From an optimization exercise on the open Yosys and OpenROAD flow, aimed at small area, a short achievable clock period and few clock cycles per item; shortcuts taken in it are not production practice.
Where RTL was checked, it was by simulation tests only, not by an equivalence proof against the original.
Function not checked in run 5: the RTL went through the layout flow alone.
No activity file was given, so power comes from the tool's default toggle rates.

==> design.v <==
package abump_pkg;
  localparam int ARENA_MAX_BYTES = 1048576;
  localparam int FUNC_W      = 3;
  localparam int OFF_W       = 21;
  localparam int ADDR_W      = 32;
  localparam int ALIGN_LOG_W = 4;
  localparam int ALIGN_W     = 15;
  localparam int STATUS_W    = 2;
  localparam int KIND_W      = 3;
  localparam logic [OFF_W-1:0] ARENA_MAX = OFF_W'(ARENA_MAX_BYTES);
  localparam logic [FUNC_W-1:0] FN_ALLOC     = 3'd0;
  localparam logic [FUNC_W-1:0] FN_ALLOC_NZ  = 3'd1;
  localparam logic [FUNC_W-1:0] FN_FREE      = 3'd2;
  localparam logic [FUNC_W-1:0] FN_FREE_ALL  = 3'd3;
  localparam logic [FUNC_W-1:0] FN_RESIZE    = 3'd4;
  localparam logic [FUNC_W-1:0] FN_RESIZE_NZ = 3'd5;
  localparam logic [FUNC_W-1:0] FN_SNAPSHOT  = 3'd6;
  localparam logic [FUNC_W-1:0] FN_RESTORE   = 3'd7;
  localparam logic [STATUS_W-1:0] ST_OK      = 2'd0;
  localparam logic [STATUS_W-1:0] ST_NO_MEM  = 2'd1;
  localparam logic [STATUS_W-1:0] ST_BAD_OLD = 2'd2;
  localparam logic [STATUS_W-1:0] ST_NO_FREE = 2'd3;
  localparam logic [KIND_W-1:0] K_BUMP    = 3'd0;
  localparam logic [KIND_W-1:0] K_FREE    = 3'd1;
  localparam logic [KIND_W-1:0] K_CLEAR   = 3'd2;
  localparam logic [KIND_W-1:0] K_SNAP    = 3'd3;
  localparam logic [KIND_W-1:0] K_LOAD    = 3'd4;
  localparam logic [KIND_W-1:0] K_RESIZE  = 3'd5;
  localparam logic [KIND_W-1:0] K_BAD_OLD = 3'd6;
  typedef struct packed {
    logic [KIND_W-1:0]  kind;
    logic               zeroed;
    logic [OFF_W-1:0]   size;
    logic [ALIGN_W-1:0] align_mask;
    logic [OFF_W-1:0]   old_off;
    logic [OFF_W-1:0]   old_len;
    logic               old_aligned;
    logic [OFF_W-1:0]   snap_cur;
    logic [OFF_W-1:0]   snap_prev;
  } abump_req_t;
  typedef struct packed {
    logic [STATUS_W-1:0] status;
    logic [ADDR_W-1:0]   addr;
    logic [OFF_W-1:0]    copy_len;
    logic [OFF_W-1:0]    clr_off;
    logic [OFF_W-1:0]    clr_len;
    logic [OFF_W-1:0]    cur_off;
    logic [OFF_W-1:0]    prev_off;
  } abump_rsp_t;
  typedef struct packed {
    logic empty;
    logic full;
  } abump_qstat_t;
  function automatic [OFF_W-1:0] usable_len(input [OFF_W-1:0] arena_len);
    usable_len = (arena_len < ARENA_MAX) ? arena_len : ARENA_MAX;
  endfunction
endpackage
module abump_add #(parameter int W = 8) (
  input  logic [W-1:0] a,
  input  logic [W-1:0] b,
  input  logic         ci,
  output logic [W-1:0] s,
  output logic [W:0]   cy
);
  localparam int L = (W < 2) ? 1 : (W < 4) ? 2 : (W < 8) ? 3 : (W < 16) ? 4 : (W < 32) ? 5 : 6;
  logic [L:0][W:0] g;
  logic [L:0][W:0] p;
  assign g[0][0] = ci;
  assign p[0][0] = 1'b0;
  for (genvar i = 0; i < W; i++) begin : g_pg
    assign g[0][i+1] = a[i] & b[i];
    assign p[0][i+1] = a[i] ^ b[i];
  end
  for (genvar l = 0; l < L; l++) begin : g_lvl
    for (genvar i = 0; i <= W; i++) begin : g_bit
      if ((i >> l) & 1) begin : g_join
        assign g[l+1][i] = g[l][i] | (p[l][i] & g[l][((i >> l) << l) - 1]);
        assign p[l+1][i] = p[l][i] & p[l][((i >> l) << l) - 1];
      end else begin : g_pass
        assign g[l+1][i] = g[l][i];
        assign p[l+1][i] = p[l][i];
      end
    end
  end
  for (genvar i = 0; i < W; i++) begin : g_sum
    assign s[i] = p[0][i+1] ^ g[L][i];
  end
  assign cy = g[L];
endmodule
module abump_csa #(parameter int W = 8) (
  input  logic [W-1:0] a,
  input  logic [W-1:0] b,
  input  logic [W-1:0] c,
  output logic [W-1:0] s,
  output logic [W-1:0] c2
);
  assign s  = a ^ b ^ c;
  assign c2 = (a & b) | (a & c) | (b & c);
endmodule
module arena_bump_allocator_core (
  input  logic                              clk,
  input  logic                              rst_n,
  input  logic                              cfg_valid,
  output logic                              cfg_ready,
  input  logic                              cfg_index,
  input  logic [abump_pkg::ADDR_W-1:0]      cfg_data,
  input  logic                              in_valid,
  output logic                              in_ready,
  input  logic [abump_pkg::FUNC_W-1:0]      in_func,
  input  logic [abump_pkg::OFF_W-1:0]       in_request_size,
  input  logic [abump_pkg::ALIGN_LOG_W-1:0] in_align_log2,
  input  logic [abump_pkg::ADDR_W-1:0]      in_old_address,
  input  logic [abump_pkg::OFF_W-1:0]       in_old_length,
  input  logic [abump_pkg::OFF_W-1:0]       in_snap_current,
  input  logic [abump_pkg::OFF_W-1:0]       in_snap_previous,
  output logic                              out_valid,
  input  logic                              out_ready,
  output logic [abump_pkg::STATUS_W-1:0]    out_status,
  output logic [abump_pkg::ADDR_W-1:0]      out_result_address,
  output logic [abump_pkg::OFF_W-1:0]       out_copy_length,
  output logic [abump_pkg::OFF_W-1:0]       out_clear_offset,
  output logic [abump_pkg::OFF_W-1:0]       out_clear_length,
  output logic [abump_pkg::OFF_W-1:0]       out_current_offset,
  output logic [abump_pkg::OFF_W-1:0]       out_previous_offset
);
  localparam int OW = abump_pkg::OFF_W;
  localparam int AW = abump_pkg::ALIGN_W;
  localparam int DW = abump_pkg::ADDR_W;
  logic [DW-1:0] base_r;
  logic [AW-1:0] nb_r, nb_nxt;
  logic [OW-1:0] usable_r;
  logic [OW-1:0] top_r, top_nxt;
  logic [OW-1:0] last_r, last_nxt;
  logic                           valid_r;
  logic [abump_pkg::STATUS_W-1:0] status_r, status_nxt;
  logic                           blk_r, blk_nxt;    
  logic                           clr_r, clr_nxt;    
  logic                           mv_r, mv_nxt;      
  logic [OW-1:0]                  copy_r;            
  logic [OW-1:0]                  clro_r;            
  logic [OW-1:0]                  clrl_r;            
  logic          acc;
  assign cfg_ready = 1'b1;
  assign in_ready  = !valid_r || out_ready;
  assign acc       = in_valid && in_ready;
  logic          f_alloc;    
  logic          f_free;
  logic          f_clear;    
  logic          f_resize;   
  logic          f_load;     
  logic          zeroed;
  logic          no_old;
  assign f_alloc  = in_func[2:1] == 2'b00;
  assign f_free   = in_func == abump_pkg::FN_FREE;
  assign f_clear  = in_func == abump_pkg::FN_FREE_ALL;
  assign f_resize = in_func[2:1] == 2'b10;
  assign f_load   = in_func == abump_pkg::FN_RESTORE;
  assign zeroed   = (in_func == abump_pkg::FN_ALLOC) || (in_func == abump_pkg::FN_RESIZE);
  assign no_old   = (in_old_address == '0) || (in_old_length == '0);
  logic [AW-1:0] mask;
  logic [AW:0]   gt;         
  logic          bump_inc;
  logic [OW:0]   run;        
  logic [OW:0]   boff;
  for (genvar j = 0; j < AW; j++) begin : g_mask
    assign mask[j] = (j < in_align_log2);
  end
  assign nb_nxt[0] = cfg_data[0];
  for (genvar j = 1; j < AW; j++) begin : g_nb
    assign nb_nxt[j] = cfg_data[j] ^ (|cfg_data[j-1:0]);
  end
  abump_add #(AW) u_gt (.a(top_r[AW-1:0]), .b(~nb_r), .ci(1'b0), .s(), .cy(gt));
  assign bump_inc = gt[in_align_log2];
  assign run[0] = 1'b1;
  for (genvar j = 1; j <= OW; j++) begin : g_run
    logic [j-1:0] bits;
    for (genvar i = 0; i < j; i++) begin : g_bit
      assign bits[i] = top_r[i] | ((i < AW) ? mask[i] : 1'b0);
    end
    assign run[j] = &bits;
  end
  for (genvar j = 0; j < OW; j++) begin : g_boff
    if (j < AW) begin : g_lo
      assign boff[j] = mask[j] ? nb_r[j] : (top_r[j] ^ (bump_inc & run[j]));
    end else begin : g_hi
      assign boff[j] = top_r[j] ^ (bump_inc & run[j]);
    end
  end
  assign boff[OW] = bump_inc & run[OW];
  logic [OW-1:0] room;
  logic [OW:0]   room_cy;
  abump_add #(OW) u_room (.a(usable_r), .b(~in_request_size), .ci(1'b1), .s(room), .cy(room_cy));
  logic [OW-1:0] cand_b;
  logic [OW+1:0] fb_cy;
  logic          fit_b;
  abump_add #(OW) u_cand_b (.a(boff[OW-1:0]), .b(in_request_size), .ci(1'b0), .s(cand_b), .cy());
  abump_add #(OW+1) u_fit_b (.a({1'b0, room}), .b(~boff), .ci(1'b1), .s(), .cy(fb_cy));
  assign fit_b = room_cy[OW] && fb_cy[OW+1];
  logic [OW-1:0] cand_ip;
  logic [OW:0]   fi_cy;
  logic          fit_ip;
  abump_add #(OW) u_cand_ip (.a(last_r), .b(in_request_size), .ci(1'b0), .s(cand_ip), .cy());
  abump_add #(OW) u_fit_ip (.a(room), .b(~last_r), .ci(1'b1), .s(), .cy(fi_cy));
  assign fit_ip = room_cy[OW] && fi_cy[OW];
  logic [DW-1:0] blk_addr;   
  logic          below;      
  logic          in_arena;   
  logic          bad;
  logic          in_place;
  abump_add #(DW) u_blk (.a(base_r), .b({11'b0, last_r}), .ci(1'b0), .s(blk_addr), .cy());
  logic [DW:0] bl_cy;
  abump_add #(DW) u_below (.a(in_old_address), .b(~base_r), .ci(1'b1), .s(), .cy(bl_cy));
  assign below = !bl_cy[DW];
  logic [DW+1:0] in_s, in_c, in_sum;
  abump_csa #(DW+2) u_in_csa (.a({2'b0, in_old_address}), .b(~{2'b0, base_r}),
                              .c(~{13'b0, usable_r}), .s(in_s), .c2(in_c));
  abump_add #(DW+2) u_in (.a(in_s), .b({in_c[DW:0], 1'b1}), .ci(1'b1), .s(in_sum), .cy());
  assign in_arena = in_sum[DW+1];
  assign bad      = below || !in_arena;
  logic [OW-1:0] ip_x, ip_p, ip_q, ip_e;
  assign ip_x = base_r[OW-1:0] ^ last_r;
  assign ip_p = ip_x ^ {base_r[OW-2:0] & last_r, 1'b0};   
  assign ip_q = ip_x ^ {base_r[OW-2:0] | last_r, 1'b0};   
  assign ip_e[0] = in_old_address[0] ^ ip_x[0];
  for (genvar i = 1; i < OW; i++) begin : g_ip
    assign ip_e[i] = in_old_address[i] ^ (in_old_address[i-1] ? ip_p[i] : ip_q[i]);
  end
  assign in_place = (ip_e == '0) && ((in_old_address[AW-1:0] & mask) == '0);
  logic [OW-1:0] tail;
  logic [OW:0]   tl_cy;
  logic          grows;
  abump_add #(OW) u_tail (.a(in_request_size), .b(~in_old_length), .ci(1'b1), .s(tail), .cy(tl_cy));
  assign grows = tl_cy[OW] && (tail != '0);
  logic [OW-1:0] cstart;
  abump_add #(OW) u_cstart (.a(last_r), .b(in_old_length), .ci(1'b0), .s(cstart), .cy());
  logic rs_bump;    
  logic rs_bad;
  logic rs_ip;      
  logic rs_mv;      
  logic do_bump;
  logic take_b;
  logic take_ip;
  assign rs_bump = f_resize && no_old;
  assign rs_bad  = f_resize && !no_old && bad;
  assign rs_ip   = f_resize && !no_old && !bad && in_place;
  assign rs_mv   = f_resize && !no_old && !bad && !in_place;
  assign do_bump = f_alloc || rs_bump || rs_mv;
  assign take_b  = do_bump && fit_b;
  assign take_ip = rs_ip && fit_ip;
  always_comb begin
    if (take_b)       top_nxt = cand_b;
    else if (take_ip) top_nxt = cand_ip;
    else if (f_clear) top_nxt = '0;
    else if (f_load)  top_nxt = in_snap_current;
    else              top_nxt = top_r;
    if (take_b)       last_nxt = boff[OW-1:0];
    else if (f_clear) last_nxt = '0;
    else if (f_load)  last_nxt = in_snap_previous;
    else              last_nxt = last_r;
    if (f_free)                                        status_nxt = abump_pkg::ST_NO_FREE;
    else if (rs_bad)                                   status_nxt = abump_pkg::ST_BAD_OLD;
    else if ((do_bump && !fit_b) || (rs_ip && !fit_ip)) status_nxt = abump_pkg::ST_NO_MEM;
    else                                               status_nxt = abump_pkg::ST_OK;
    blk_nxt = take_b || take_ip;
    clr_nxt = zeroed && (take_b || (take_ip && grows));
    mv_nxt  = rs_mv && fit_b;
  end
  always_ff @(posedge clk) begin
    if (!rst_n) begin
      base_r   <= '0;
      nb_r     <= '0;
      usable_r <= '0;
      top_r    <= '0;
      last_r   <= '0;
      valid_r  <= 1'b0;
    end else begin
      if (cfg_valid) begin
        if (cfg_index) begin
          usable_r <= abump_pkg::usable_len(cfg_data[OW-1:0]);
        end else begin
          base_r <= cfg_data;
          nb_r   <= nb_nxt;
        end
      end
      if (acc) begin
        top_r  <= top_nxt;
        last_r <= last_nxt;
      end
      valid_r <= acc || (valid_r && !out_ready);
    end
  end
  always_ff @(posedge clk) begin
    if (acc) begin
      status_r <= status_nxt;
      blk_r    <= blk_nxt;
      clr_r    <= clr_nxt;
      mv_r     <= mv_nxt;
      copy_r   <= grows ? in_old_length : in_request_size;
      clro_r   <= rs_ip ? cstart : boff[OW-1:0];
      clrl_r   <= rs_ip ? tail : in_request_size;
    end
  end
  assign out_valid           = valid_r;
  assign out_status          = status_r;
  assign out_result_address  = blk_r ? blk_addr : '0;
  assign out_copy_length     = mv_r  ? copy_r : '0;
  assign out_clear_offset    = clr_r ? clro_r : '0;
  assign out_clear_length    = clr_r ? clrl_r : '0;
  assign out_current_offset  = top_r;
  assign out_previous_offset = last_r;
endmodule
==> flow/run.sh <==
#!/bin/bash
# Standard layout, with the port buffers made as buf_1 cells instead of the
# delay-cell buffers buffer_ports picks by default.
cp standard.sh standard_sh.txt
export BUFFER_PORTS_ARGS="-buffer_cell sky130_fd_sc_hd__buf_1"
bash standard.sh > standard.log 2>&1
==> standard.sh <==
#!/bin/bash
# synth_recipe.tcl (not shown) runs the flow's synth.tcl, then flattens the netlist and writes it again
# the make line also repeats each setting of config.mk as NAME=value (left out here)
make -C /OpenROAD-flow-scripts/flow DESIGN_CONFIG=/design/flow/config.mk WORK_HOME=/design/flow/orfs CLKGATE_MAP_FILE= SYNTH_SCRIPT=/design/flow/synth_recipe.tcl "${@:-finish}"
==> config.mk <==
export PLATFORM = sky130hd
export DESIGN_NAME = arena_bump_allocator_core
export DESIGN_NICKNAME = arena_bump_allocator_core
export VERILOG_FILES = /design/flow/design.v
export SDC_FILE = /design/flow/constraint.sdc
export NUM_CORES = 4
export LEC_CHECK = 0
export CAP_MARGIN = 20
export CORE_MARGIN = 2
export CORE_UTILIZATION = 55
export SETUP_SLACK_MARGIN = 2.25
export SLEW_MARGIN = 20
export TNS_END_PERCENT = 100
==> constraint.sdc <==
create_clock -name core_clock -period 9.0 [get_ports {clk}]
set_input_delay 1.8000 -clock core_clock [delete_from_list [all_inputs] [get_ports {clk}]]
set_output_delay 1.8000 -clock core_clock [all_outputs]
set_load 0.01 [all_outputs]
==> impl_metrics.py, run 1 <==
metrics = {
    "outcome": {
        "status": "timing/DRC/antenna clean",
    },
    "timing": {
        "setup-tns-final_ns": 0,
        "tightest_slew_ns": 1.11,
        "rsz0062_at_grt": "yes",
        "max_slew_margin_pct": 25.3,
        "slew_violations": 0,
        "layout_min_cycle_time_ns": 6.58,
        "report.final.hold_viol_count": 0,
        "final.setup.worst_slack_ns": 2.42,
        "finalHoldWorstSlack_ns": 0.461,
        "setup_violations": 0,
        "timing.fmax_mhz": 152,
        "clock-skew-final_ns": 0.0213,
        "final.period_utilization_pct": 73.1,
    },
    "layout": {
        "number_of_nets_in_the_final_layout": 3063,
        "area_delta_synth_final_pct": 12.2,
        "num_antenna_cells": 0,
        "final-instance-count-excl-fill": 3050,
        "drive_above_1_share_pct": 5.55,
        "fill_cells": 3208,
        "multi_input_comb_area_um2": 13700,
        "final_core_utilization_pct": 62.2,
        "seqCellArea_um2": 4250,
    },
    "drt": {
        "via_per_inst": 5.91,
        "drc_errors": 0,
        "detailedRoute.firstIterationViolations": 1275,
        "via_count": 18014,
        "antenna_violating_nets_post_route": 0,
        "drtPass1Iterations": 6,
        "wire_per_inst_um": 20.4,
        "totalWireLength_mm": 62.4,
    },
    "power_and_ir_drop": {
        "power.switching_fraction_pct": 37.2,
        "p_leak_nw": 8.99,
        "vdd.ir_drop.worst_uv": 142,
        "seq_power_share_pct": 36.2,
        "power_switching_w": 0.000969,
        "intPower_w": 0.00164,
        "clockPowerShare_pct": 29.1,
        "power_frac_comb_pct": 34.7,
        "power.density_cell_area_nw_per_um2": 122,
    },
    "clocking": {
        "clk_lat_worst_skew_ns": 0.47,
        "htree_levels": 4,
        "clock_tree.root_cell": "sky130_fd_sc_hd__clkbuf_16",
        "cts_inserted_buffers": 17,
        "max-clock-path-buffers": 2,
        "clk_transition_reported_paths_ns": 0.08,
        "tritoncts_num_sinks": 178,
        "cts_tree": "built",
        "postCtsHoldBufs": 0,
    },
    "setup_path": {
        "critical_path.max_stage_delay_ns": 0.40,
        "worstPathMaxFanout": 33,
        "worst_r2r_path_depth": 26,
        "critical_path_capture_point_type": "flip-flop",
        "critPathKind": "input port to flip-flop",
        "crit_required_ns": 9.39,
        "critical-path-slowest-cell": "sky130_fd_sc_hd__ha_1",
        "startpoint_kind_of_the_worst_setup_timing_path": "input port",
        "worst_ep_arrival_time_ns": 6.97,
    },
    "synth": {
        "mapped_cells": 2319,
        "mappedNetlistNets": 2800,
        "yosysUniqueCellTypes": 93,
        "syn_avg_cell_area_um2": 8.19,
        "yosysWarningCount": 1,
        "share_of_async_settable_or_async_resettable_flops_after_synthesis_pct": 0,
        "mappedNetlistArea_um2": 19000,
        "synth_edf_count": 68,
        "synth_seq_cells": 178,
        "synth_sequential_area_ratio_pct": 22.3,
        "postSynth.topFlopCell": "sky130_fd_sc_hd__dfxtp_1",
    },
    "hold_path": {
        "hold-path-cell-count": 2,
        "worst_hold_path_type": "flip-flop to flip-flop",
    },
    "flow_run": {
        "maxCapViolCount": 0,
    },
    "floorplanning": {
        "fp.dieArea_um2": 36000,
        "die_height_um": 190,
        "starting_density_pct": 55.4,
        "dieWidth_um": 190,
        "ioPinCount": 303,
        "rows": 68,
        "design.core.area_um2": 34300,
    },
    "placed_design": {
        "post-place-ws_ns": 0.799,
        "placed_insts": 3005,
        "place.port_buffers": 301,
        "dp.final_hpwl_mm": 50.6,
        "place.gp.congestion": 0.999,
    },
    "global_route": {
        "grt_max_degree": 95,
        "grt_usage_pct": 34.3,
        "globalRoute.totalOverflow": 0,
        "grt_antenna_before_repair": 1,
        "first_global_vias": 17224,
        "grt_first_pass_wirelength_mm": 95.1,
    },
}
[layout by cell type, fill, tap and decap left out, drive strengths merged, types with 8 or more instances in the layout]
cell and instances:
inv 227, mux2 9, a21oi 182, o21a 22, a31oi 33, nor3b 20
a211oi 28, a31o 12, a21boi 9, xor2 51, a221oi 8, xnor2 95
clkbuf 22, dfxtp 110, nor2 151, mux2i 27, edfxtp 68, buf 327
nand4 25, and2 98, o211ai 18, nand3 44, fa 53, ha 267
a21o 63, nor4 25, and3 16, nor2b 28, o22ai 8, nand2 231
or3 20, nand2b 19, a22oi 8, o21ai 123, nor3 37
[worst max-delay path, delay by kind of cell]
family | cells | cell delay (ns)
buf+inv | 5 | 0.99
fa+ha+maj | 2 | 0.70
simple gates | 6 | 1.05
compound gates | 12 | 2.41
[final timing paths]
path / slack, ns / endpoint / from
worst max register to register: 3.02 / top_r[20]$_SDFFE_PN0P_ / nb_r[2]$_SDFFE_PN0P_
worst max-delay path: 2.42 / top_r[20]$_SDFFE_PN0P_ / in_request_size[12]
worst min register to register: 0.46 / nb_r[8]$_SDFFE_PN0P_ / nb_r[8]$_SDFFE_PN0P_
worst min-delay path: 0.46 / nb_r[8]$_SDFFE_PN0P_ / nb_r[8]$_SDFFE_PN0P_
[synth_stat cells (9+ instances only)]
cell	n	share of area (%)
sky130_fd_sc_hd__a31o_2	9	0.41
sky130_fd_sc_hd__o21ai_0	113	3.0
sky130_fd_sc_hd__a31oi_1	32	1.1
sky130_fd_sc_hd__nor2b_1	28	0.92
sky130_fd_sc_hd__clkbuf_1	54	1.1
sky130_fd_sc_hd__or3_1	20	0.66
sky130_fd_sc_hd__ha_1	267	18
sky130_fd_sc_hd__nand4_1	25	0.82
sky130_fd_sc_hd__fa_1	53	5.6
sky130_fd_sc_hd__nand2_1	231	4.6
sky130_fd_sc_hd__nand2b_1	19	0.63
sky130_fd_sc_hd__edfxtp_1	68	11
sky130_fd_sc_hd__a21oi_1	179	4.7
sky130_fd_sc_hd__mux2i_1	27	1.4
sky130_fd_sc_hd__and2_1	98	3.2
sky130_fd_sc_hd__nor4_1	25	0.82
sky130_fd_sc_hd__a21o_1	63	2.5
sky130_fd_sc_hd__xnor2_1	95	4.4
sky130_fd_sc_hd__o211ai_1	17	0.67
sky130_fd_sc_hd__nor2_1	150	3.0
sky130_fd_sc_hd__nor3b_1	20	0.79
sky130_fd_sc_hd__nor3_1	36	0.95
sky130_fd_sc_hd__inv_1	223	4.4
sky130_fd_sc_hd__xor2_1	51	2.4
sky130_fd_sc_hd__and3_1	15	0.49
sky130_fd_sc_hd__dfxtp_1	110	12
sky130_fd_sc_hd__a211oi_1	27	1.1
sky130_fd_sc_hd__mux2_2	9	0.53
sky130_fd_sc_hd__buf_2	15	0.40
sky130_fd_sc_hd__o21a_1	22	0.87
sky130_fd_sc_hd__nand3_1	44	1.2
[through the flow]
step	area, um2	total power [W]
2_1_floorplan	19000	0.00154
3_3_place_gp	20400	0.00181
3_5_place_dp	20400	0.00183
4_1_cts	21200	0.00259
5_1_grt	21300	0.00274
6_report	21300	0.00261
[layer usage]
| layer | GRT usage, % | routed length, um | vias up |
|---|---|---|---|
| li1 | - | - | 8676 |
| met1 | 47.2 | 27500 | 8421 |
| met2 | 54.1 | 27600 | 778 |
| met3 | 4.59 | 4740 | 137 |
| met4 | 14.7 | 2510 | 2 |
| met5 | 0 | 14 | - |
[layout make-up]
type / count / area share (%)
clock inverter: 13 / 0.599
inverter: 224 / 3.98
timing repair inverter: 1 / 0.0352
sequential: 178 / 19.9
multi-input combinational: 1830 / 64.2
tap: 455 / 2.67
timing repair buffer: 330 / 6.56
clock buffer: 19 / 2.03
[cells by family (layout without fill, tap and decap cells)]
kind of cell,count (synthesis),in the layout,synth area share (%)
AND/OR/NAND/NOR,745,746,19.4
AO/OA/AOI/OAI,576,577,19.5
adder cells (fa/ha/maj),324,324,23.4
buffers and inverters,313,587,6.60
flip-flops,178,178,22.3
XOR/XNOR,146,146,6.73
multiplexers,36,36,1.96
other,1,1,0.0197
[power by group through the flow]
stage,combinational (W),sequential [W],clock (W)
after floorplan,0.000607,0.000938,0
after global routing,0.00100,0.000949,0.000790
after CTS,0.000884,0.000943,0.000763
final,0.000904,0.000944,0.000758
after global placement,0.000854,0.000959,0
after detailed placement,0.000868,0.000961,0
[sequential cells by signal, indices dropped and copies added, names as in the netlist, 2 cells and up]
signal and flops:
clrl_r 21, clro_r 21, base_r 31, top_r 21, nb_r 15, last_r 21
copy_r 21, status_r 2, usable_r 21
[repair_timing]
| item | CTS | global route |
|---|---|---|
| endpoints found under the hold margin | 0 | 0 |
| resized for setup | 36 | 30 |
| pin swaps | 4 | 7 |
| buffers inserted | 6 | 4 |
| setup endpoints to repair | 58 | 69 |
| cloned | 2 | 1 |
Testbench counts, summed over its fixed seeds: cycles 91,397, items 80,000.
==> run 2, diff against run 1 <==
--- a/config.mk
+++ b/config.mk
@@ -8,6 +8,7 @@
 export CAP_MARGIN = 20
 export CORE_MARGIN = 2
 export CORE_UTILIZATION = 55
-export SETUP_SLACK_MARGIN = 2.25
+export CTS_BUF_LIST = sky130_fd_sc_hd__clkbuf_4 sky130_fd_sc_hd__clkbuf_8
+export SETUP_SLACK_MARGIN = 2.5
 export SLEW_MARGIN = 20
 export TNS_END_PERCENT = 100
==> impl_metrics.py, run 2 <==
metrics = {
    "outcome": {
        "status": "timing/DRC/antenna clean",
    },
    "power_and_ir_drop": {
        "vdd.ir_drop.worst_uv": 103,
        "p_leak_nw": 9.04,
        "power.density_cell_area_nw_per_um2": 114,
    },
    "floorplanning": {
        "die_height_um": 190,
        "starting_density_pct": 55.4,
        "ioPinCount": 303,
        "fp.dieArea_um2": 36000,
        "dieWidth_um": 190,
        "rows": 68,
        "design.core.area_um2": 34300,
    },
    "flow_run": {
        "maxCapViolCount": 0,
    },
    "timing": {
        "layout_min_cycle_time_ns": 6.33,
        "tightest_slew_ns": 1.11,
        "slew_violations": 0,
        "final.period_utilization_pct": 70.3,
        "report.final.hold_viol_count": 0,
        "max_slew_margin_pct": 26.0,
        "timing.fmax_mhz": 158,
        "clock-skew-final_ns": 0.0270,
        "final.setup.worst_slack_ns": 2.67,
        "setup-tns-final_ns": 0,
        "setup_violations": 0,
        "rsz0062_at_grt": "yes",
    },
    "clocking": {
        "cts_tree": "built",
        "tritoncts_num_sinks": 178,
        "postCtsHoldBufs": 0,
        "max-clock-path-buffers": 2,
        "cts_inserted_buffers": 17,
        "clk_transition_reported_paths_ns": 0.10,
        "htree_levels": 4,
        "clk_lat_worst_skew_ns": 0.53,
        "clock_tree.root_cell": "sky130_fd_sc_hd__clkbuf_8",
    },
    "layout": {
        "drive_above_1_share_pct": 6.90,
        "number_of_nets_in_the_final_layout": 3077,
        "num_antenna_cells": 0,
        "fill_cells": 3213,
        "top_register_by_number_of_flip_flops": "base_r",
        "most_common_cell_after_layout_fill_and_taps_aside": "sky130_fd_sc_hd__buf_1",
        "layout.cells.most_common_list": "290 x sky130_fd_sc_hd__buf_1, 266 x sky130_fd_sc_hd__ha_1, 231 x sky130_fd_sc_hd__nand2_1, 218 x sky130_fd_sc_hd__inv_1, 174 x sky130_fd_sc_hd__a21oi_1",
        "largest_register_ffs": 31,
        "area_delta_synth_final_pct": 12.7,
    },
    "synth": {
        "postSynth.topFlopCell": "sky130_fd_sc_hd__dfxtp_1",
        "mappedNetlistArea_um2": 19000,
        "synth_edf_count": 68,
        "mappedNetlistNets": 2800,
        "post_synth_main_area_contributors": "sky130_fd_sc_hd__ha_1 18%, sky130_fd_sc_hd__dfxtp_1 12%, sky130_fd_sc_hd__edfxtp_1 11%",
        "syn_avg_cell_area_um2": 8.19,
        "share_of_async_settable_or_async_resettable_flops_after_synthesis_pct": 0,
        "synth_seq_cells": 178,
        "synth_top_area_cell": "sky130_fd_sc_hd__ha_1",
        "yosysWarningCount": 1,
        "yosys.cell_count.top_type": "sky130_fd_sc_hd__ha_1",
        "synth_compound_area_share_pct": 19.5,
        "synth_sequential_area_ratio_pct": 22.3,
        "mapped_cells": 2319,
        "synthXorXnorAreaFrac_pct": 6.73,
        "yosysUniqueCellTypes": 93,
        "largest_family_of_logic_cells_by_synthesized_area": "adder cells",
        "arithmetic_cell_share_of_the_synthesized_area_counting_full_adders_half_adders_and_majority_gates_pct": 23.4,
        "yosysTopAreaCellShare_pct": 17.6,
        "synth.mux.area_fraction_pct": 1.96,
        "synthSimpleGateAreaFrac_pct": 19.4,
        "synth.top_cells.by_count": "267 x sky130_fd_sc_hd__ha_1, 231 x sky130_fd_sc_hd__nand2_1, 223 x sky130_fd_sc_hd__inv_1, 179 x sky130_fd_sc_hd__a21oi_1, 150 x sky130_fd_sc_hd__nor2_1",
    },
    "drt": {
        "detailedRoute.firstIterationViolations": 1342,
        "via_per_inst": 5.92,
        "drtPass1Iterations": 10,
        "wire_per_inst_um": 20.5,
        "antenna_violating_nets_post_route": 0,
        "totalWireLength_mm": 62.9,
        "via_count": 18131,
        "drc_errors": 0,
    },
    "global_route": {
        "grt_max_degree": 95,
        "globalRoute.totalOverflow": 0,
        "grt-busiest-layer": "met2",
        "grt_util_met1_pct": 46.9,
        "grt_usage_pct": 34.3,
        "grt_first_pass_wirelength_mm": 95.1,
        "grt_util_met3_pct": 4.74,
        "first_global_vias": 17179,
        "grt_antenna_before_repair": 1,
        "groute.layer.met2.usage_pct": 54.8,
    },
    "setup_path": {
        "worst_ep_arrival_time_ns": 6.60,
        "critPathKind": "input port to flip-flop",
        "r2r_end": "top_r[18]$_SDFFE_PN0P_",
        "reg2reg_slack_ns": 3.12,
        "critical_path_capture_point_type": "flip-flop",
        "worst_setup_path_endpoint": "copy_r[0]$_DFFE_PP_",
        "crit_required_ns": 9.28,
        "critical_path.reg2reg.startpoint": "nb_r[2]$_SDFFE_PN0P_",
        "worstPathMaxFanout": 11,
        "startpoint": "in_old_length[1]",
        "startpoint_kind_of_the_worst_setup_timing_path": "input port",
        "worst_r2r_path_depth": 26,
    },
    "placed_design": {
        "place.port_buffers": 301,
        "dp.final_hpwl_mm": 50.6,
        "place.gp.congestion": 0.999,
        "post-place-ws_ns": 0.799,
    },
    "hold_path": {
        "worst_hold_path_type": "flip-flop to flip-flop",
    },
}
[run 2: cell families (layout without fill, tap and decap cells)]
group	after synthesis	in the layout
and+or+nand+nor	745	745
muxes	36	36
xor gates and xnor gates	146	146
adders and majority gates	324	324
buffers and inverters	313	602
DFF	178	178
other	1	1
AOI/OAI and AO/OA	576	577
[run 2: worst min-delay path by stage]
stage                    startpoint              endpoint  slack (ns)  cells past startpoint
2_1_floorplan  nb_r[9]$_SDFFE_PN0P_  nb_r[9]$_SDFFE_PN0P_        0.43                      2
3_3_place_gp   nb_r[9]$_SDFFE_PN0P_  nb_r[9]$_SDFFE_PN0P_        0.44                      2
3_5_place_dp   nb_r[8]$_SDFFE_PN0P_  nb_r[8]$_SDFFE_PN0P_        0.45                      2
4_1_cts        nb_r[8]$_SDFFE_PN0P_  nb_r[8]$_SDFFE_PN0P_        0.47                      2
5_1_grt        nb_r[9]$_SDFFE_PN0P_  nb_r[9]$_SDFFE_PN0P_        0.48                      2
6_report       nb_r[8]$_SDFFE_PN0P_  nb_r[8]$_SDFFE_PN0P_        0.47                      2
[run 2: layer usage]
| metal | part of all wire [%] | wire, um |
|---|---|---|
| met3 | 7.4 | 4680 |
| met1 | 44 | 27700 |
| met5 | 0.017 | 11 |
| met4 | 3.8 | 2420 |
| met2 | 45 | 28100 |
[run 2: repair_timing]
item	CTS	global route
endpoints found under the setup margin	76	70
pin swaps	6	14
buffers inserted	10	12
resized for setup	49	56
endpoints found under the hold margin	0	0
gates cloned	2	3
[run 2: worst max-delay path, cell delays in order]
cell and delay [ns]:
sky130_fd_sc_hd__buf_1 0.23, sky130_fd_sc_hd__inv_1 0.16, sky130_fd_sc_hd__ha_1 0.29, sky130_fd_sc_hd__nor2b_1 0.12, sky130_fd_sc_hd__o21a_1 0.14, sky130_fd_sc_hd__o21a_1 0.11, sky130_fd_sc_hd__o21ai_1 0.08, sky130_fd_sc_hd__a21boi_1 0.28
sky130_fd_sc_hd__o2111ai_1 0.21, sky130_fd_sc_hd__a31oi_1 0.29, sky130_fd_sc_hd__a41o_1 0.28, sky130_fd_sc_hd__nor2_1 0.08, sky130_fd_sc_hd__fa_1 0.46, sky130_fd_sc_hd__xor2_2 0.31, sky130_fd_sc_hd__nand4_1 0.12, sky130_fd_sc_hd__nor3_1 0.29
sky130_fd_sc_hd__nand3_1 0.26, sky130_fd_sc_hd__nor4_4 0.36, sky130_fd_sc_hd__a31o_4 0.33, sky130_fd_sc_hd__mux2_2 0.36
[run 2: power by group]
part           switching [W]  internal, W
clock               0.000347     0.000230
sequential         0.0000569     0.000887
combinational       0.000549     0.000375
total               0.000953      0.00149
[run 2: cell type report]
class	instances	area (um2)	share of cell area, %
Timing Repair Buffer	345	1570	7.35
Inverter	224	852	3.98
Clock inverter	13	128	0.596
Timing Repair inverter	1	7.51	0.0351
Multi-Input combinational cell	1829	13800	64.4
Clock buffer	19	249	1.16
Sequential cell	178	4250	19.8
Tap cell	455	569	2.66
[run 2: stage by stage]
step / hold slack (ns) / utilization, % / cell area (um2) / total power (W) / instances
6_report: 0.466 / 62.4 / 21400 / 0.00244 / 3064
5_1_grt: 0.482 / 62.4 / 21400 / 0.00258 / 3064
4_1_cts: 0.467 / 61.4 / 21100 / 0.00241 / 3049
3_5_place_dp: 0.454 / 59.6 / 20400 / 0.00183 / 3005
3_3_place_gp: 0.442 / 59.6 / 20400 / 0.00181 / 3005
2_1_floorplan: 0.432 / - / 19000 / 0.00154 / 2319
==> run 3, diff against run 2 <==
--- a/design.v
+++ b/design.v
@@ -127,7 +127,7 @@
   localparam int AW = abump_pkg::ALIGN_W;
   localparam int DW = abump_pkg::ADDR_W;
   logic [DW-1:0] base_r;
-  logic [AW-1:0] nb_r, nb_nxt;
+  logic [AW-1:0] nb_r;       
   logic [OW-1:0] usable_r;
   logic [OW-1:0] top_r, top_nxt;
   logic [OW-1:0] last_r, last_nxt;
@@ -165,9 +165,9 @@
   for (genvar j = 0; j < AW; j++) begin : g_mask
     assign mask[j] = (j < in_align_log2);
   end
-  assign nb_nxt[0] = cfg_data[0];
+  assign nb_r[0] = base_r[0];
   for (genvar j = 1; j < AW; j++) begin : g_nb
-    assign nb_nxt[j] = cfg_data[j] ^ (|cfg_data[j-1:0]);
+    assign nb_r[j] = base_r[j] ^ (|base_r[j-1:0]);
   end
   abump_add #(AW) u_gt (.a(top_r[AW-1:0]), .b(~nb_r), .ci(1'b0), .s(), .cy(gt));
   assign bump_inc = gt[in_align_log2];
@@ -268,7 +268,6 @@
   always_ff @(posedge clk) begin
     if (!rst_n) begin
       base_r   <= '0;
-      nb_r     <= '0;
       usable_r <= '0;
       top_r    <= '0;
       last_r   <= '0;
@@ -279,7 +278,6 @@
           usable_r <= abump_pkg::usable_len(cfg_data[OW-1:0]);
         end else begin
           base_r <= cfg_data;
-          nb_r   <= nb_nxt;
         end
       end
       if (acc) begin
--- a/config.mk
+++ b/config.mk
@@ -8,7 +8,6 @@
 export CAP_MARGIN = 20
 export CORE_MARGIN = 2
 export CORE_UTILIZATION = 55
-export CTS_BUF_LIST = sky130_fd_sc_hd__clkbuf_4 sky130_fd_sc_hd__clkbuf_8
 export SETUP_SLACK_MARGIN = 2.5
 export SLEW_MARGIN = 20
 export TNS_END_PERCENT = 100
==> impl_metrics.py, run 3 <==
metrics = {
    "setup_path": {
        "worstPathMaxFanout": 17,
        "startpoint_kind_of_the_worst_setup_timing_path": "input port",
        "critPathKind": "input port to flip-flop",
        "critical_path_capture_point_type": "flip-flop",
        "worst_ep_arrival_time_ns": 6.70,
        "crit_required_ns": 9.39,
    },
    "floorplanning": {
        "fp.dieArea_um2": 35500,
        "ioPinCount": 303,
        "design.core.area_um2": 33500,
        "starting_density_pct": 55.7,
        "die_height_um": 188,
        "rows": 67,
        "dieWidth_um": 188,
    },
    "synth": {
        "mappedNetlistNets": 2755,
        "synth.top_cells.by_count": "260 x sky130_fd_sc_hd__ha_1, 224 x sky130_fd_sc_hd__nand2_1, 208 x sky130_fd_sc_hd__inv_1, 194 x sky130_fd_sc_hd__a21oi_1, 147 x sky130_fd_sc_hd__o21ai_0",
        "share_of_async_settable_or_async_resettable_flops_after_synthesis_pct": 0,
        "mapped_cells": 2281,
        "synth_top_area_cell": "sky130_fd_sc_hd__ha_1",
        "synth_edf_count": 68,
        "post_synth_main_area_contributors": "sky130_fd_sc_hd__ha_1 17%, sky130_fd_sc_hd__edfxtp_1 11%, sky130_fd_sc_hd__dfxtp_1 10%",
        "postSynth.topFlopCell": "sky130_fd_sc_hd__dfxtp_1",
        "yosysTopAreaCellShare_pct": 17.4,
        "syn_avg_cell_area_um2": 8.19,
        "mappedNetlistArea_um2": 18700,
        "yosysWarningCount": 1,
        "yosysUniqueCellTypes": 101,
        "synth_seq_cells": 164,
        "synth_sequential_area_ratio_pct": 21.2,
        "yosys.cell_count.top_type": "sky130_fd_sc_hd__ha_1",
    },
    "placed_design": {
        "placed_insts": 2970,
        "dp.final_hpwl_mm": 51.8,
        "place.gp.congestion": 0.973,
        "place.port_buffers": 301,
        "placement.cell_area_um2": 20200,
    },
    "outcome": {
        "status": "timing/DRC/antenna clean",
    },
    "timing": {
        "layout_min_cycle_time_ns": 6.31,
        "finalHoldWorstSlack_ns": 0.490,
        "setup-tns-final_ns": 0,
        "setup_violations": 0,
        "max_slew_margin_pct": 30.7,
        "slew_violations": 0,
        "report.final.hold_viol_count": 0,
        "tightest_slew_ns": 1.04,
        "clock-skew-final_ns": 0.0129,
        "final.period_utilization_pct": 70.1,
        "rsz0062_at_grt": "no",
        "timing.fmax_mhz": 158,
    },
    "layout": {
        "final-instance-count-excl-fill": 3032,
        "num_antenna_cells": 0,
        "fin_area_um2": 21600,
        "largest_register_ffs": 32,
        "top_register_by_number_of_flip_flops": "base_r",
        "most_common_cell_after_layout_fill_and_taps_aside": "sky130_fd_sc_hd__buf_1",
        "number_of_nets_in_the_final_layout": 3045,
        "layout.cells.most_common_list": "291 x sky130_fd_sc_hd__buf_1, 255 x sky130_fd_sc_hd__ha_1, 222 x sky130_fd_sc_hd__nand2_1, 202 x sky130_fd_sc_hd__inv_1, 183 x sky130_fd_sc_hd__a21oi_1",
        "area_delta_synth_final_pct": 15.8,
        "drive_above_1_share_pct": 9.25,
    },
    "power_and_ir_drop": {
        "vdd.ir_drop.worst_uv": 142,
        "p_leak_nw": 8.94,
        "power.density_cell_area_nw_per_um2": 120,
    },
    "drt": {
        "drc_errors": 0,
        "wire_per_inst_um": 21.5,
        "via_count": 18577,
        "via_per_inst": 6.13,
        "totalWireLength_mm": 65.2,
        "detailedRoute.firstIterationViolations": 1340,
        "drtPass1Iterations": 7,
        "antenna_violating_nets_post_route": 0,
    },
    "global_route": {
        "grt_usage_pct": 35.9,
        "grt_max_degree": 70,
        "grt_antenna_before_repair": 0,
        "grt_first_pass_wirelength_mm": 98.5,
        "first_global_vias": 17675,
        "globalRoute.totalOverflow": 0,
    },
    "clocking": {
        "cts_inserted_buffers": 17,
        "htree_levels": 4,
        "clk_lat_worst_skew_ns": 0.47,
        "tritoncts_num_sinks": 164,
        "clock_tree.root_cell": "sky130_fd_sc_hd__clkbuf_16",
        "postCtsHoldBufs": 0,
        "clk_transition_reported_paths_ns": 0.07,
        "cts_tree": "built",
        "max-clock-path-buffers": 2,
    },
    "flow_run": {
        "maxCapViolCount": 0,
    },
    "hold_path": {
        "worst_hold_path_type": "flip-flop to flip-flop",
    },
}
-- run 3: cell types whose count changed after synthesis, moves of 15 or more --
| cell | delta |
|---|---|
| sky130_fd_sc_hd__a21o_1 | -19 |
| sky130_fd_sc_hd__nor2_1 | -51 |
| sky130_fd_sc_hd__inv_1 | -15 |
| sky130_fd_sc_hd__a21oi_1 | +15 |
| sky130_fd_sc_hd__mux2i_1 | -16 |
| sky130_fd_sc_hd__a31oi_1 | -17 |
| sky130_fd_sc_hd__a32oi_1 | +20 |
| sky130_fd_sc_hd__o21ai_0 | +34 |
-- run 3: final timing paths --
kind	start	end	slack [ns]	cells after the start
max	in_align_log2[1]	top_r[3]$_SDFFE_PN0P_	2.69	26
min	base_r[1]$_SDFFE_PN0P_	base_r[1]$_SDFFE_PN0P_	0.49	2
max reg2reg	base_r[0]$_SDFFE_PN0P_	top_r[3]$_SDFFE_PN0P_	2.75	32
min reg2reg	base_r[1]$_SDFFE_PN0P_	base_r[1]$_SDFFE_PN0P_	0.49	2
-- run 3: cell families after synthesis --
logic type / count (synthesis) / synth area share [%]
and+or+nand+nor: 721 / 20.0
AOI/OAI and AO/OA: 599 / 20.5
adders and majority gates: 321 / 23.5
buffers and inverters: 300 / 6.19
DFF: 164 / 21.2
xor gates and xnor gates: 155 / 7.30
muxes: 20 / 1.16
other: 1 / 0.0201
-- run 3: area by class of cell --
| class | instances | area [um2] |
|---|---|---|
| repair buffers | 360 | 1670 |
| clock inverters | 12 | 129 |
| multi-input cells | 1818 | 14100 |
| fillers | 2976 | 11900 |
| inverters | 210 | 808 |
| well taps | 448 | 561 |
| clock buffers | 20 | 437 |
| flip-flops and latches | 164 | 3980 |
-- run 3: report_power, final --
group / total, W / internal (W) / switching, W
Combinational: 0.000981 / 0.000390 / 0.000590
Sequential: 0.000868 / 0.000823 / 0.0000457
Clock: 0.000756 / 0.000409 / 0.000347
-- run 3: metal layers --
layer | vias up | global-route usage (%) | wire length [um]
li1 | 8694 | - | -
met2 | 884 | 59.5 | 29900
met5 | - | 0 | 0
met1 | 8843 | 47.7 | 27600
met3 | 156 | 4.73 | 5150
met4 | 0 | 14.2 | 2650
-- run 3: critical path, stage by stage --
cell and delay [ns]:
sky130_fd_sc_hd__buf_2 0.19, sky130_fd_sc_hd__buf_8 0.21, sky130_fd_sc_hd__clkinvlp_4 0.17, sky130_fd_sc_hd__buf_4 0.18
sky130_fd_sc_hd__o31ai_2 0.32, sky130_fd_sc_hd__o311ai_4 0.15, sky130_fd_sc_hd__and4_4 0.21, sky130_fd_sc_hd__a21o_4 0.25
sky130_fd_sc_hd__nor2_4 0.17, sky130_fd_sc_hd__nand3_1 0.15, sky130_fd_sc_hd__xnor2_2 0.24, sky130_fd_sc_hd__inv_1 0.14
sky130_fd_sc_hd__ha_1 0.35, sky130_fd_sc_hd__a21o_1 0.20, sky130_fd_sc_hd__a21oi_1 0.19, sky130_fd_sc_hd__nor2b_1 0.07
sky130_fd_sc_hd__o21ai_0 0.15, sky130_fd_sc_hd__nand2b_1 0.09, sky130_fd_sc_hd__a21oi_2 0.17, sky130_fd_sc_hd__o21ai_0 0.11
sky130_fd_sc_hd__and3_2 0.24, sky130_fd_sc_hd__and2_4 0.19, sky130_fd_sc_hd__nand2_4 0.09, sky130_fd_sc_hd__buf_12 0.15
sky130_fd_sc_hd__mux2_2 0.35, sky130_fd_sc_hd__o22ai_1 0.14
-- run 3: metrics by stage --
step / total power [W] / setup slack [ns] / util (%)
global placement: 0.00176 / 0.846 / 60.4
detailed placement: 0.00177 / 0.832 / 60.4
finish: 0.00260 / 2.69 / 64.6
global route: 0.00272 / 2.50 / 64.6
CTS: 0.00254 / 2.50 / 63.1
floorplan: 0.00148 / 2.61 / -
-- run 3: timing repair --
| item | CTS | global route |
|---|---|---|
| gates resized for setup | 63 | 84 |
| setup endpoints to repair | 80 | 75 |
| setup buffers | 16 | 11 |
| gates cloned | 0 | 2 |
| pin swaps | 11 | 22 |
Testbench counts of run 3, summed over its fixed seeds: cycles 91,397, items 80,000.
==> run 4, diff against run 3 <==
--- a/config.mk
+++ b/config.mk
@@ -7,7 +7,7 @@
 export LEC_CHECK = 0
 export CAP_MARGIN = 20
 export CORE_MARGIN = 2
-export CORE_UTILIZATION = 55
+export CORE_UTILIZATION = 65
 export SETUP_SLACK_MARGIN = 2.5
 export SLEW_MARGIN = 20
 export TNS_END_PERCENT = 100
==> impl_metrics.py, run 4 <==
metrics = {
    "drt": {
        "antenna_violating_nets_post_route": 0,
        "drc_errors": 0,
        "detailedRoute.firstIterationViolations": 1959,
        "totalWireLength_mm": 64.2,
        "wire_per_inst_um": 21.6,
        "via_per_inst": 6.41,
        "drtPass1Iterations": 9,
        "via_count": 19002,
    },
    "layout": {
        "layout.cells.most_common_list": "294 x sky130_fd_sc_hd__buf_1, 255 x sky130_fd_sc_hd__ha_1, 223 x sky130_fd_sc_hd__nand2_1, 201 x sky130_fd_sc_hd__inv_1, 184 x sky130_fd_sc_hd__a21oi_1",
        "final-instance-count-excl-fill": 2966,
        "largest_register_ffs": 32,
        "area_delta_synth_final_pct": 15.1,
        "num_antenna_cells": 0,
        "final_core_utilization_pct": 75.5,
        "fill_cells": 2082,
        "number_of_nets_in_the_final_layout": 3043,
        "drive_above_1_share_pct": 8.75,
        "top_register_by_number_of_flip_flops": "base_r",
        "most_common_cell_after_layout_fill_and_taps_aside": "sky130_fd_sc_hd__buf_1",
    },
    "setup_path": {
        "crit_path_cell_trace": "buf_1 > inv_1 > ha_1 > nor2b_1 > o21ai_0 > a21boi_0 > o21ai_0 > a211oi_2 > nor3_1 > nor4_2 > nor3_1 > fa_1 > xor2_1 > nand4_1 > nor3_1 > nor4b_2 > nand4_1 > o21ai_4 > buf_12 > mux2_2",
        "critPathKind": "input port to flip-flop",
        "critical-path-top-delay-family": "simple AND/OR/NAND/NOR gates",
        "worst_ep_arrival_time_ns": 6.56,
        "critical-path-slowest-cell": "sky130_fd_sc_hd__fa_1",
        "critical_path.max_stage_delay_ns": 0.45,
        "critical_path_capture_point_type": "flip-flop",
        "crit_required_ns": 9.20,
        "startpoint_kind_of_the_worst_setup_timing_path": "input port",
        "crit_buf_inv": 3,
        "worst_path_most_repeated_cell": "sky130_fd_sc_hd__nor3_1",
        "worstPathMaxFanout": 7,
    },
    "power_and_ir_drop": {
        "power_switching_w": 0.00101,
        "p_leak_nw": 8.90,
        "seq_power_share_pct": 33.2,
        "power.switching_fraction_pct": 38.6,
        "vdd.ir_drop.worst_uv": 93.8,
        "power_frac_comb_pct": 37.5,
        "intPower_w": 0.00161,
        "clockPowerShare_pct": 29.3,
        "power.density_cell_area_nw_per_um2": 122,
    },
    "synth": {
        "mappedNetlistNets": 2755,
        "yosysTopAreaCellShare_pct": 17.4,
        "synth_seq_cells": 164,
        "synth_edf_count": 68,
        "yosys.cell_count.top_type": "sky130_fd_sc_hd__ha_1",
        "mapped_cells": 2281,
        "synth_sequential_area_ratio_pct": 21.2,
        "share_of_async_settable_or_async_resettable_flops_after_synthesis_pct": 0,
        "yosysUniqueCellTypes": 101,
        "yosysWarningCount": 1,
        "postSynth.topFlopCell": "sky130_fd_sc_hd__dfxtp_1",
        "mappedNetlistArea_um2": 18700,
        "synth.top_cells.by_count": "260 x sky130_fd_sc_hd__ha_1, 224 x sky130_fd_sc_hd__nand2_1, 208 x sky130_fd_sc_hd__inv_1, 194 x sky130_fd_sc_hd__a21oi_1, 147 x sky130_fd_sc_hd__o21ai_0",
        "syn_avg_cell_area_um2": 8.19,
        "post_synth_main_area_contributors": "sky130_fd_sc_hd__ha_1 17%, sky130_fd_sc_hd__edfxtp_1 11%, sky130_fd_sc_hd__dfxtp_1 10%",
        "synth_top_area_cell": "sky130_fd_sc_hd__ha_1",
    },
    "clocking": {
        "tritoncts_num_sinks": 164,
        "clk_lat_worst_skew_ns": 0.46,
        "clock_tree.root_cell": "sky130_fd_sc_hd__clkbuf_16",
        "cts_tree": "built",
        "htree_levels": 4,
        "postCtsHoldBufs": 0,
        "max-clock-path-buffers": 2,
        "cts_inserted_buffers": 17,
        "clk_transition_reported_paths_ns": 0.08,
    },
    "global_route": {
        "first_global_vias": 17966,
        "grt_max_degree": 90,
        "grt_first_pass_wirelength_mm": 97.3,
        "grt_usage_pct": 41.0,
        "grt_antenna_before_repair": 0,
        "globalRoute.totalOverflow": 0,
    },
    "floorplanning": {
        "starting_density_pct": 65.6,
        "die_height_um": 174,
        "dieWidth_um": 174,
        "fp.dieArea_um2": 30100,
        "rows": 62,
        "ioPinCount": 303,
        "design.core.area_um2": 28500,
    },
    "placed_design": {
        "place.port_buffers": 301,
        "dp.final_hpwl_mm": 49.9,
        "placed_insts": 2897,
        "place.gp.congestion": 0.969,
    },
    "hold_path": {
        "worst_hold_path_type": "flip-flop to flip-flop",
    },
    "outcome": {
        "status": "timing/DRC/antenna clean",
    },
    "timing": {
        "timing.fmax_mhz": 157,
        "clock-skew-final_ns": 0.0150,
        "max_slew_margin_pct": 14.6,
        "slew_violations": 0,
        "report.final.hold_viol_count": 0,
        "layout_min_cycle_time_ns": 6.36,
        "rsz0062_at_grt": "yes",
        "setup-tns-final_ns": 0,
        "setup_violations": 0,
        "final.period_utilization_pct": 70.7,
        "tightest_slew_ns": 1.26,
    },
    "flow_run": {
        "maxCapViolCount": 0,
    },
}
==> run 4: cell counts after synthesis <==
Identical to the previous run, type by type.
==> run 4: layer usage <==
layer | vias to the layer above | share of wire [%] | track usage, %
met5 | - | 0 | 0
met4 | 0 | 4.4 | 17.0
met3 | 189 | 9.9 | 7.52
met2 | 1132 | 46 | 66.7
met1 | 8977 | 40 | 53.9
li1 | 8704 | - | -
==> run 4: cell families after synthesis <==
logic type,count (synthesis),synth area share [%]
AO/OA/AOI/OAI,599,20.5
AND/OR/NAND/NOR,721,20.0
XOR/XNOR,155,7.30
flip-flops,164,21.2
adder cells (fa/ha/maj),321,23.5
multiplexers,20,1.16
buffers and inverters,300,6.19
other,1,0.0201
==> run 4: through the flow <==
| stage | hold WS [ns] | area [um2] | total power, W | setup WS [ns] |
|---|---|---|---|---|
| floorplan | 0.453 | 18700 | 0.00148 | 2.61 |
| global placement | 0.464 | 20100 | 0.00174 | 1.20 |
| detailed placement | 0.477 | 20100 | 0.00177 | 0.881 |
| CTS | 0.488 | 21000 | 0.00254 | 2.51 |
| global route | 0.514 | 21500 | 0.00273 | 2.47 |
| finish | 0.493 | 21500 | 0.00262 | 2.64 |
==> run 4: tightest hold or removal path: stages, from the launching register on <==
cell                      delay, ns
sky130_fd_sc_hd__dfxtp_1       0.33
sky130_fd_sc_hd__nand2_1       0.06
sky130_fd_sc_hd__a21oi_1       0.06
==> run 4: what timing repair did <==
action                                  in CTS  in global routing
endpoints found under the setup margin      77                 70
pin swaps                                    8                 12
gates cloned                                 0                  3
hold endpoints to repair                     0                  0
setup buffers                               16                 16
resized for setup                           49                 69
==> run 4: area by class of cell <==
cell class                      instances  area [um2]  area share, %
Clock inverter                         13         140          0.652
Timing Repair Buffer                  358        1700           7.90
Inverter                              210         811           3.77
Clock buffer                           19         433           2.01
Tap cell                              384         480           2.23
Sequential cell                       164        3970           18.5
Timing Repair inverter                  1        7.51         0.0349
Multi-Input combinational cell       1817       14000           64.9
==> run 4: final timing paths <==
check / end / startpoint / depth (start not counted) / slack, ns
setup / recovery: copy_r[0]$_DFFE_PP_ / in_request_size[0] / 20 / 2.64
hold / removal: base_r[19]$_SDFFE_PN0P_ / base_r[19]$_SDFFE_PN0P_ / 2 / 0.49
setup reg to reg: top_r[16]$_SDFFE_PN0P_ / base_r[0]$_SDFFE_PN0P_ / 27 / 2.79
hold reg to reg: base_r[19]$_SDFFE_PN0P_ / base_r[19]$_SDFFE_PN0P_ / 2 / 0.49
==> run 4: power by group through the flow <==
stage               Combinational, W  Clock (W)  Sequential (W)
global placement            0.000856          0        0.000883
floorplan                   0.000617          0        0.000867
finish                      0.000982   0.000767        0.000868
CTS                         0.000917   0.000759        0.000868
detailed placement          0.000882          0        0.000885
global route                 0.00107   0.000784        0.000873
==> run 5, diff against run 4 <==
--- a/design.v
+++ b/design.v
@@ -187,21 +187,20 @@
     end
   end
   assign boff[OW] = bump_inc & run[OW];
+  logic [OW:0]   room_d;
   logic [OW-1:0] room;
-  logic [OW:0]   room_cy;
-  abump_add #(OW) u_room (.a(usable_r), .b(~in_request_size), .ci(1'b1), .s(room), .cy(room_cy));
+  logic          room_ok;
+  assign room_d  = {1'b0, usable_r} - {1'b0, in_request_size};
+  assign room    = room_d[OW-1:0];
+  assign room_ok = !room_d[OW];
   logic [OW-1:0] cand_b;
-  logic [OW+1:0] fb_cy;
   logic          fit_b;
   abump_add #(OW) u_cand_b (.a(boff[OW-1:0]), .b(in_request_size), .ci(1'b0), .s(cand_b), .cy());
-  abump_add #(OW+1) u_fit_b (.a({1'b0, room}), .b(~boff), .ci(1'b1), .s(), .cy(fb_cy));
-  assign fit_b = room_cy[OW] && fb_cy[OW+1];
+  assign fit_b = room_ok && (boff <= {1'b0, room});
   logic [OW-1:0] cand_ip;
-  logic [OW:0]   fi_cy;
   logic          fit_ip;
   abump_add #(OW) u_cand_ip (.a(last_r), .b(in_request_size), .ci(1'b0), .s(cand_ip), .cy());
-  abump_add #(OW) u_fit_ip (.a(room), .b(~last_r), .ci(1'b1), .s(), .cy(fi_cy));
-  assign fit_ip = room_cy[OW] && fi_cy[OW];
+  assign fit_ip = room_ok && (last_r <= room);
   logic [DW-1:0] blk_addr;   
   logic          below;      
   logic          in_arena;   
--- a/config.mk
+++ b/config.mk
@@ -7,7 +7,7 @@
 export LEC_CHECK = 0
 export CAP_MARGIN = 20
 export CORE_MARGIN = 2
-export CORE_UTILIZATION = 65
+export CORE_UTILIZATION = 55
 export SETUP_SLACK_MARGIN = 2.5
 export SLEW_MARGIN = 20
 export TNS_END_PERCENT = 100
==> impl_metrics.py, run 5 <==
metrics = {
    "setup_path": {
        "critical_path_capture_point_type": "flip-flop",
        "worstPathMaxFanout": 7,
        "critical_path.reg2reg.startpoint": "base_r[0]$_SDFFE_PN0P_",
        "critical_path.max_stage_delay_ns": 0.48,
        "crit_required_ns": 9.39,
        "r2r_end": "last_r[17]$_SDFFE_PN0P_",
        "worst_ep_arrival_time_ns": 6.90,
        "reg2reg_slack_ns": 2.49,
        "startpoint_kind_of_the_worst_setup_timing_path": "flip-flop",
        "critPathKind": "flip-flop to flip-flop",
        "worst_r2r_path_depth": 34,
        "critical-path-slowest-cell": "sky130_fd_sc_hd__or4_4",
    },
    "clocking": {
        "clk_transition_reported_paths_ns": 0.09,
        "max-clock-path-buffers": 2,
        "tritoncts_num_sinks": 164,
        "cts_tree": "built",
        "clock_tree.root_cell": "sky130_fd_sc_hd__clkbuf_16",
        "cts_inserted_buffers": 17,
        "htree_levels": 4,
        "clk_lat_worst_skew_ns": 0.48,
    },
    "power_and_ir_drop": {
        "power.density_cell_area_nw_per_um2": 122,
        "seq_power_share_pct": 31.8,
        "p_leak_nw": 9.78,
        "intPower_w": 0.00169,
        "power_frac_comb_pct": 39.4,
        "power_switching_w": 0.00106,
        "clockPowerShare_pct": 28.7,
        "vdd.ir_drop.worst_uv": 149,
        "power.switching_fraction_pct": 38.7,
        "p_total_w": 0.00275,
    },
    "placed_design": {
        "dp.final_hpwl_mm": 52.7,
        "place.gp.congestion": 0.988,
        "place.port_buffers": 301,
        "post-place-ws_ns": 0.899,
        "placed_insts": 3002,
    },
    "timing": {
        "timing.fmax_mhz": 154,
        "tightest_slew_ns": 1.11,
        "max_slew_margin_pct": 25.8,
        "setup-tns-final_ns": 0,
        "final.period_utilization_pct": 72.3,
        "clock-skew-final_ns": 0.0213,
        "slew_violations": 0,
        "layout_min_cycle_time_ns": 6.51,
        "final.setup.worst_slack_ns": 2.49,
        "rsz0062_at_grt": "yes",
        "setup_violations": 0,
        "report.final.hold_viol_count": 0,
    },
    "hold_path": {
        "holdCritStartpoint": "base_r[14]$_SDFFE_PN0P_",
        "hold-path-cell-count": 2,
        "worst_hold_path_type": "flip-flop to flip-flop",
        "worstHoldEndpoint": "base_r[14]$_SDFFE_PN0P_",
    },
    "global_route": {
        "grt_antenna_before_repair": 1,
        "grt_max_degree": 99,
        "grt_usage_pct": 37.6,
        "globalRoute.totalOverflow": 0,
        "grt_first_pass_wirelength_mm": 103,
        "first_global_vias": 18273,
    },
    "synth": {
        "synth_edf_count": 68,
        "mappedNetlistNets": 2803,
        "synth_seq_cells": 164,
        "yosysTopAreaCellShare_pct": 18.3,
        "yosysUniqueCellTypes": 84,
        "mappedNetlistArea_um2": 18900,
        "post_synth_main_area_contributors": "sky130_fd_sc_hd__ha_1 18%, sky130_fd_sc_hd__edfxtp_1 11%, sky130_fd_sc_hd__dfxtp_1 10%",
        "postSynth.topFlopCell": "sky130_fd_sc_hd__dfxtp_1",
        "yosys.cell_count.top_type": "sky130_fd_sc_hd__ha_1",
        "mapped_cells": 2315,
        "synth_sequential_area_ratio_pct": 21.0,
        "syn_avg_cell_area_um2": 8.17,
        "yosysWarningCount": 1,
        "synth.top_cells.by_count": "276 x sky130_fd_sc_hd__ha_1, 256 x sky130_fd_sc_hd__nand2_1, 219 x sky130_fd_sc_hd__inv_1, 158 x sky130_fd_sc_hd__a21oi_1, 154 x sky130_fd_sc_hd__o21ai_0",
        "synth_top_area_cell": "sky130_fd_sc_hd__ha_1",
        "share_of_async_settable_or_async_resettable_flops_after_synthesis_pct": 0,
    },
    "floorplanning": {
        "dieWidth_um": 189,
        "die_height_um": 189,
        "ioPinCount": 303,
        "design.core.area_um2": 33700,
        "fp.dieArea_um2": 35900,
        "rows": 67,
        "starting_density_pct": 56.1,
    },
    "drt": {
        "wire_per_inst_um": 22.0,
        "detailedRoute.firstIterationViolations": 1533,
        "drc_errors": 0,
        "antenna_violating_nets_post_route": 0,
        "via_per_inst": 6.05,
        "totalWireLength_mm": 68.7,
        "drtPass1Iterations": 6,
        "via_count": 18872,
    },
    "layout": {
        "layout.cells.most_common_list": "292 x sky130_fd_sc_hd__buf_1, 267 x sky130_fd_sc_hd__ha_1, 253 x sky130_fd_sc_hd__nand2_1, 209 x sky130_fd_sc_hd__inv_1, 145 x sky130_fd_sc_hd__a21oi_1",
        "most_common_cell_after_layout_fill_and_taps_aside": "sky130_fd_sc_hd__buf_1",
        "number_of_nets_in_the_final_layout": 3146,
        "largest_register_ffs": 32,
        "drive_above_1_share_pct": 11.5,
        "area_delta_synth_final_pct": 19.6,
        "top_register_by_number_of_flip_flops": "base_r",
        "final-instance-count-excl-fill": 3119,
        "num_antenna_cells": 0,
    },
    "flow_run": {
        "maxCapViolCount": 0,
    },
    "outcome": {
        "status": "timing/DRC/antenna clean",
    },
}
## run 5: cell count changes after synthesis, sizes merged, moves of 10 or more
cell	change
o221a	+12
inv	+11
nor2b	+11
a21o	+10
ha	+16
a32oi	-20
a21boi	+30
nand2	+31
mux2i	+20
xnor2	+11
a22oi	-11
a311oi	-14
a21oi	-36
## run 5: metrics by stage
step / hold WS, ns / util (%) / area [um2]
floorplan: 0.460 / - / 18900
global placement: 0.475 / 60.7 / 20400
detailed placement: 0.490 / 60.7 / 20400
CTS: 0.498 / 65.3 / 22000
global route: 0.523 / 67.1 / 22600
finish: 0.496 / 67.1 / 22600
## run 5: critical path: cells and delay by family (launching register included)
| family | cells | cell delay, ns |
|---|---|---|
| AOI/OAI and AO/OA | 14 | 2.57 |
| xor gates and xnor gates | 2 | 0.21 |
| adders and majority gates | 3 | 0.59 |
| buffers and inverters | 5 | 0.53 |
| DFF | 1 | 0.36 |
| and+or+nand+nor | 10 | 2.14 |
## run 5: worst max path at each step
| stage | from | to | slack (ns) | cells past startpoint |
|---|---|---|---|---|
| finish | base_r[0]$_SDFFE_PN0P_ | last_r[17]$_SDFFE_PN0P_ | 2.49 | 34 |
| global route | base_r[0]$_SDFFE_PN0P_ | last_r[17]$_SDFFE_PN0P_ | 2.29 | 36 |
| CTS | base_r[0]$_SDFFE_PN0P_ | last_r[4]$_SDFFE_PN0P_ | 2.47 | 32 |
| detailed placement | in_request_size[3] | top_r[9]$_SDFFE_PN0P_ | 0.90 | 22 |
| global placement | in_request_size[1] | top_r[3]$_SDFFE_PN0P_ | 1.04 | 22 |
| floorplan | base_r[1]$_SDFFE_PN0P_ | top_r[14]$_SDFFE_PN0P_ | 2.53 | 34 |
## run 5: kinds of logic (layout without fill, tap and decap cells)
group                      count (synthesis)  in the layout  synth area share (%)
adders and majority gates                328            328                  23.7
DFF                                      164            164                  21.0
other                                      1              1                0.0198
AOI/OAI and AO/OA                        578            579                  19.6
muxes                                     38             38                  2.05
buffers and inverters                    306            660                  6.30
and+or+nand+nor                          735            736                  19.7
xor gates and xnor gates                 165            165                  7.71
## run 5: area by class of cell
type / instances / area [um2]
Fill cell: 2872 / 11100
Sequential cell: 164 / 3970
Timing Repair Buffer: 408 / 2170
Clock buffer: 17 / 425
Tap cell: 448 / 561
Multi-Input combinational cell: 1847 / 14500
Clock inverter: 15 / 173
Inverter: 220 / 831
## run 5: repair_timing
action	4_1_cts	5_1_grt
gates cloned	7	2
pin swaps	44	56
buffers inserted	45	29
resized for setup	115	76
endpoints found under the setup margin	47	67
hold buffers	0	0
## run 5: power groups by stage
stage | Sequential [W] | Clock, W | Combinational [W]
floorplan | 0.000877 | 0 | 0.000646
global placement | 0.000891 | 0 | 0.000930
detailed placement | 0.000892 | 0 | 0.000948
CTS | 0.000876 | 0.000791 | 0.00101
global route | 0.000879 | 0.000821 | 0.00118
finish | 0.000875 | 0.000790 | 0.00108
## run 5: metal layers
metal	up-vias	global-route usage [%]	wire (um)
li1	8825	-	-
met1	8904	47.5	27300
met2	942	61.7	31600
met3	199	7.04	6150
met4	2	18.3	3690
met5	-	0	7

## re-timing with driven ports
How much do the figures lean on ideal ports? The routed layouts below were timed once more, with nothing changed but the port constraints.
Step 1 sets driving cells, clkbuf_16 on the clock port and buf_2 on the other inputs (assumed; they add their load-dependent delay and slew).
Step 2 moves the port delays by t, midway between the first and last clock arrival at a register: inputs arrive t later, outputs are due t later. That takes back most of the time a late clock gives input paths.
a / b / c = no drivers / after step 1 / after step 2; a / b = the first two.
run	t, ns	setup WS [ns]	worst setup path after step 2	clock arrival spread, ns
run 1	0.513	2.420 / 2.443 / 1.936	input to register	0.021 / 0.022
run 2	0.568	2.673 / 2.632 / 2.133	input to register	0.031 / 0.031
run 3	0.514	2.687 / 2.666 / 2.203	input to register	0.012 / 0.013
run 4	0.506	2.640 / 2.622 / 2.162	input to register	0.015 / 0.015
run 5	0.520	2.489 / 2.489 / 2.085	input to register	0.023 / 0.023
After both steps setup and hold are still met in every run listed. The setup slack of run 2, which loses most, moves by -0.041 ns with the drivers and by -0.540 ns with both steps.
